Background: an optimization exercise with open tools, aiming at small area and a short achievable clock period. Do not read the settings as production practice.
In this exercise RTL edits were held to simulation tests only and were not proved equivalent to the original.

## the previous run
// ex_stage
module ex_stage (
    input  logic                  clk,
    input  logic                  rst,
    input  logic [32-1:0]   instr_i,
    input  logic [32-1:0]   data_a_i,
    input  logic [32-1:0]   data_b_i,
    input  logic [32-1:0]   npc_i,
    input  logic                  valid_i,
    input  logic [5:0]            ip_i,
    output logic                  out_valid_o,
    output logic                  reg_write_o,
    output logic [32-1:0]   result_o,
    output logic                  redirect_o,
    output logic [32-1:0]   redirect_pc_o,
    output logic                  exception_o,
    output logic [4:0]            exc_code_o
);
Size: about 2700 cells after synthesis, ~210 I/O pins, roughly 16000 sq um of cells after synthesis.
Settings: LEC_CHECK=0, ABC_AREA=1, CAP_MARGIN=5, CORE_MARGIN=2, CORE_UTILIZATION=40, PLACE_DENSITY=0.85, SETUP_SLACK_MARGIN=3.7, SLEW_MARGIN=5; clock period 8.0 ns.
standard.sh (not shown) runs the stock make flow with config.mk's settings and CLKGATE_MAP_FILE= SYNTH_SCRIPT=/design/flow/synth_recipe.tcl, a recipe that flattens the netlist after the stock synthesis.
==> flow/flow/run.sh <==
#!/bin/bash
# The standard layout (ORFS make targets, the standard flow's synthesis script) with these changes:
#  - synthesis: no full-adder extraction (ADDER_MAP_FILE empty), Yosys's default
#    Brent-Kung carry map instead of the Kogge-Stone one (SYNTH_OPERATIONS_ARGS set), and
#    ABC mapping with flow/abc_area.script (ORFS's area script with a delay relaxation of 0.5 for
#    area recovery, map -B 0.5 instead of 0.9). It runs from a copy of ORFS's scripts folder that differs
#    only in that file; registers, their names and cell types are the standard synthesis's.
#  - port buffers of the plain buffer cell.
# Each step's full output goes to a log of its own in the work folder.
set -euo pipefail
W=$PWD
rm -rf "$W/orfs_scripts"
cp -r "$FLOW_HOME/scripts" "$W/orfs_scripts"
cp "$W/flow/abc_area.script" "$W/orfs_scripts/abc_area.script"
bash standard.sh SCRIPTS_DIR="$W/orfs_scripts" ADDER_MAP_FILE= SYNTH_OPERATIONS_ARGS=-noshare \
  synth > synth.log 2>&1
bash standard.sh ADDER_MAP_FILE= SYNTH_OPERATIONS_ARGS=-noshare \
  "BUFFER_PORTS_ARGS=-buffer_cell sky130_fd_sc_hd__buf_1" finish > standard.log 2>&1
==> flow/flow/abc_area.script <==
strash
dch
map -B 0.5
topo
stime -c
buffer -c
upsize -c
dnsize -c
Changes in the current run relative to the previous run:
diff --git a/flow/design.v b/flow/design.v
--- a/flow/design.v
+++ b/flow/design.v
@@ -120,41 +120,39 @@
     assign cout  = sum_w[33];
     assign ovf   = ovf_cand & (data_a_i[31] == bx[31]) & (sum[31] != data_a_i[31]);
     assign lts   = (data_a_i[31] ^ bop[31]) ? data_a_i[31] : sum[31];
     assign lt    = uns ? !cout : lts;
     assign eq    = &(data_a_i ^ bx);
     assign le    = lts | eq;
     assign taken = op[1] ? (le ^ op[0]) : (eq ^ op[0]);
     logic [1:0]  lsel;
-    logic [31:0] logic_r;
+    logic [31:0] logic_r, lp, lg;
     assign lsel = op[3] ? op[1:0] : fn[1:0];
-    logic [31:0] lp, lg;
     assign lp = data_a_i ^ bx;
     assign lg = data_a_i & bx;
     always_comb begin
         case (lsel)
             2'b00:   logic_r = lg;
             2'b01:   logic_r = lp | lg;
             2'b10:   logic_r = lp;
             default: logic_r = op[3] ? {imm, 16'd0} : ~(lp | lg);
         endcase
     end
     logic [4:0]  s;
     logic        right, fill;
-    logic [31:0] sx, sz, shift_r, result_fix;
+    logic [31:0] sx, sz, shift_r, fix3, fix4, result_fix;
     assign s     = fn[2] ? data_a_i[4:0] : instr_i[10:6];
     assign right = fn[1];
     assign fill  = right & fn[0] & data_b_i[31];
     always_comb begin
         for (int i = 0; i < 32; i++) sx[i] = right ? data_b_i[i] : data_b_i[31 - i];
     end
     assign sz = 32'($signed({fill, sx}) >>> s[2:0]);
     assign shift_r = sz;
-    logic [31:0] fix3, fix4;
     logic [29:0] k2;
     logic [31:0] npc_sum;
     assign k2      = br ? {{14{imm[15]}}, imm} : ((jreg | jmp) ? 30'd1 : {30{1'b1}});
     assign npc_sum = {npc_i[31:2] + k2, npc_i[1:0]};
     logic        valid_q, wr_q, redirect_q, exc_q, rev_q, s3_q, s4_q, fill_q;
     logic [31:0] result_q, target_q;
     logic [31:0] status, epc, ebase, cause, cp0_rdata, vector;
     logic [5:0]  cause_ip;
@@ -215,22 +213,24 @@
                     5'd15: ebase  <= data_b_i;
                     default: ;
                 endcase
             end
         end
     end
     logic sel_slt, sel_sum, sel_log, sel_sh, sel_link, sel_cp0;
     logic [31:0] result_d, target_d;
-    assign sel_slt  = sp ? (fn[5] & fn[3])            : (op[3] & !op[2] & op[1]);
-    assign sel_sum  = sp ? (fn[5] & !fn[3] & !fn[2])  : (op[3] & !op[2] & !op[1]);
-    assign sel_log  = sp ? (fn[5] & !fn[3] & fn[2])   : (op[3] & op[2]);
-    assign sel_sh   = sp & !fn[5] & !fn[3];
-    assign sel_link = sp ? (!fn[5] & fn[3])           : (!op[3] & !op[4]);
-    assign sel_cp0  = !sp & !op[3] & op[4];
+    logic sp_wb;
+    assign sp_wb    = !op[4] & !op[3] & !op[0];
+    assign sel_slt  = op[3] ? (!op[2] & op[1])  : (sp_wb & fn[5] & fn[3]);
+    assign sel_sum  = op[3] ? (!op[2] & !op[1]) : (sp_wb & fn[5] & !fn[3] & !fn[2]);
+    assign sel_log  = op[3] ? op[2]             : (sp_wb & fn[5] & !fn[3] & fn[2]);
+    assign sel_sh   = sp_wb & !fn[5] & !fn[3];
+    assign sel_link = !op[4] & !op[3] & (op[0] | (!fn[5] & fn[3]));
+    assign sel_cp0  = !op[3] & op[4];
     assign result_d = ({32{sel_sum}}  & sum)
                     | ({32{sel_log}}  & logic_r)
                     | ({32{sel_sh}}   & shift_r)
                     | {31'd0, sel_slt & lt}
                     | ({32{sel_link}} & npc_sum)
                     | ({32{sel_cp0}}  & cp0_rdata);
     always_comb begin
         if (jmp)       target_d = {npc_i[31:28], instr_i[25:0], 2'b00};
@@ -248,22 +248,22 @@
         s3_q       <= sel_sh & s[3];
         s4_q       <= sel_sh & s[4];
         fill_q     <= fill;
         redirect_q <= redirect_d;
         exc_q      <= exc_enter;
         result_q   <= result_d;
         target_q   <= target_d;
     end
+    assign fix3 = s3_q ? {{8{fill_q}}, result_q[31:8]} : result_q;
+    assign fix4 = s4_q ? {{16{fill_q}}, fix3[31:16]} : fix3;
+    always_comb begin
+        for (int i = 0; i < 32; i++) result_fix[i] = rev_q ? fix4[31 - i] : fix4[i];
+    end
     assign out_valid_o   = valid_q;
     assign reg_write_o   = wr_q;
-    assign fix3 = s3_q ? {{8{fill_q}}, result_q[31:8]} : result_q;
-    assign fix4 = s4_q ? {{16{fill_q}}, fix3[31:16]} : fix3;
-    always_comb begin
-        for (int i = 0; i < 32; i++) result_fix[i] = rev_q ? fix4[31 - i] : fix4[i];
-    end
     assign result_o      = result_fix;
     assign redirect_o    = redirect_q;
     assign redirect_pc_o = exc_q ? vector : target_q;
     assign exception_o   = exc_q;
     assign exc_code_o    = {1'b0, cause_exc};
 endmodule
 `default_nettype wire
Results
- The current run: full flow OK, the timing, DRC and antenna checks passed
- Going from the previous run to the current run, clock period minus worst slack shrinks by 0.022 ns.
- Starting density of the core: the current run vs the previous run — no meaningful difference
- When the current run is set beside the previous run, its routed wire length turns out to be about 8% smaller.
- Looking at cell with the biggest individual delay on the critical path, the sky130_fd_sc_hd__o21ai_0 result is from the current run; the sky130_fd_sc_hd__inv_1 one comes from the previous run.
- Against the previous run as the reference, the current run delivers a higher clock network fraction of design power.
- On proportion of layout cells with a drive suffix above 1, the higher figure sits with the previous run, not the current run.
- Amount of wire on met3 after detailed routing, the current run vs the previous run: down by a little under 10%
- Compared with the previous run, the current run improves setup slack.
- Per-cell routed wire length (the previous run / the current run): 1.11

[re-timing with driven ports]
How much do the figures lean on ideal ports? The routed layouts below were timed once more, with nothing changed but the port constraints. Step 1 (the two cells are an assumption about what drives the block):
set clk [get_ports {clk}]
set_driving_cell -lib_cell sky130_fd_sc_hd__clkbuf_16 $clk
set_driving_cell -lib_cell sky130_fd_sc_hd__buf_2 [delete_from_list [all_inputs] $clk]
Step 2 adds t to the input delays and takes it off the output delays; t is the mean of the earliest and latest rising clock arrival at the registers after step 1. Input paths then give back, and output paths get back, about the clock's delay inside the block. Slacks: ideal / step 1 / step 2; pairs: ideal / step 1.
| run | shift t [ns] | setup WS [ns] | worst register clock-pin slew, ns | worst data-port slew with drivers (ns) |
|---|---|---|---|---|
| the previous run | 0.522 | 3.708 / 3.735 / 3.214 | 0.09 / 0.09 | 0.07 |
| the current run | 0.518 | 3.729 / 3.754 / 3.236 | 0.09 / 0.09 | 0.06 |
After both steps setup and hold are still met in every run listed. For the previous run, which loses most, drivers alone change the setup slack by +0.027 ns; drivers and shift together by -0.494 ns.
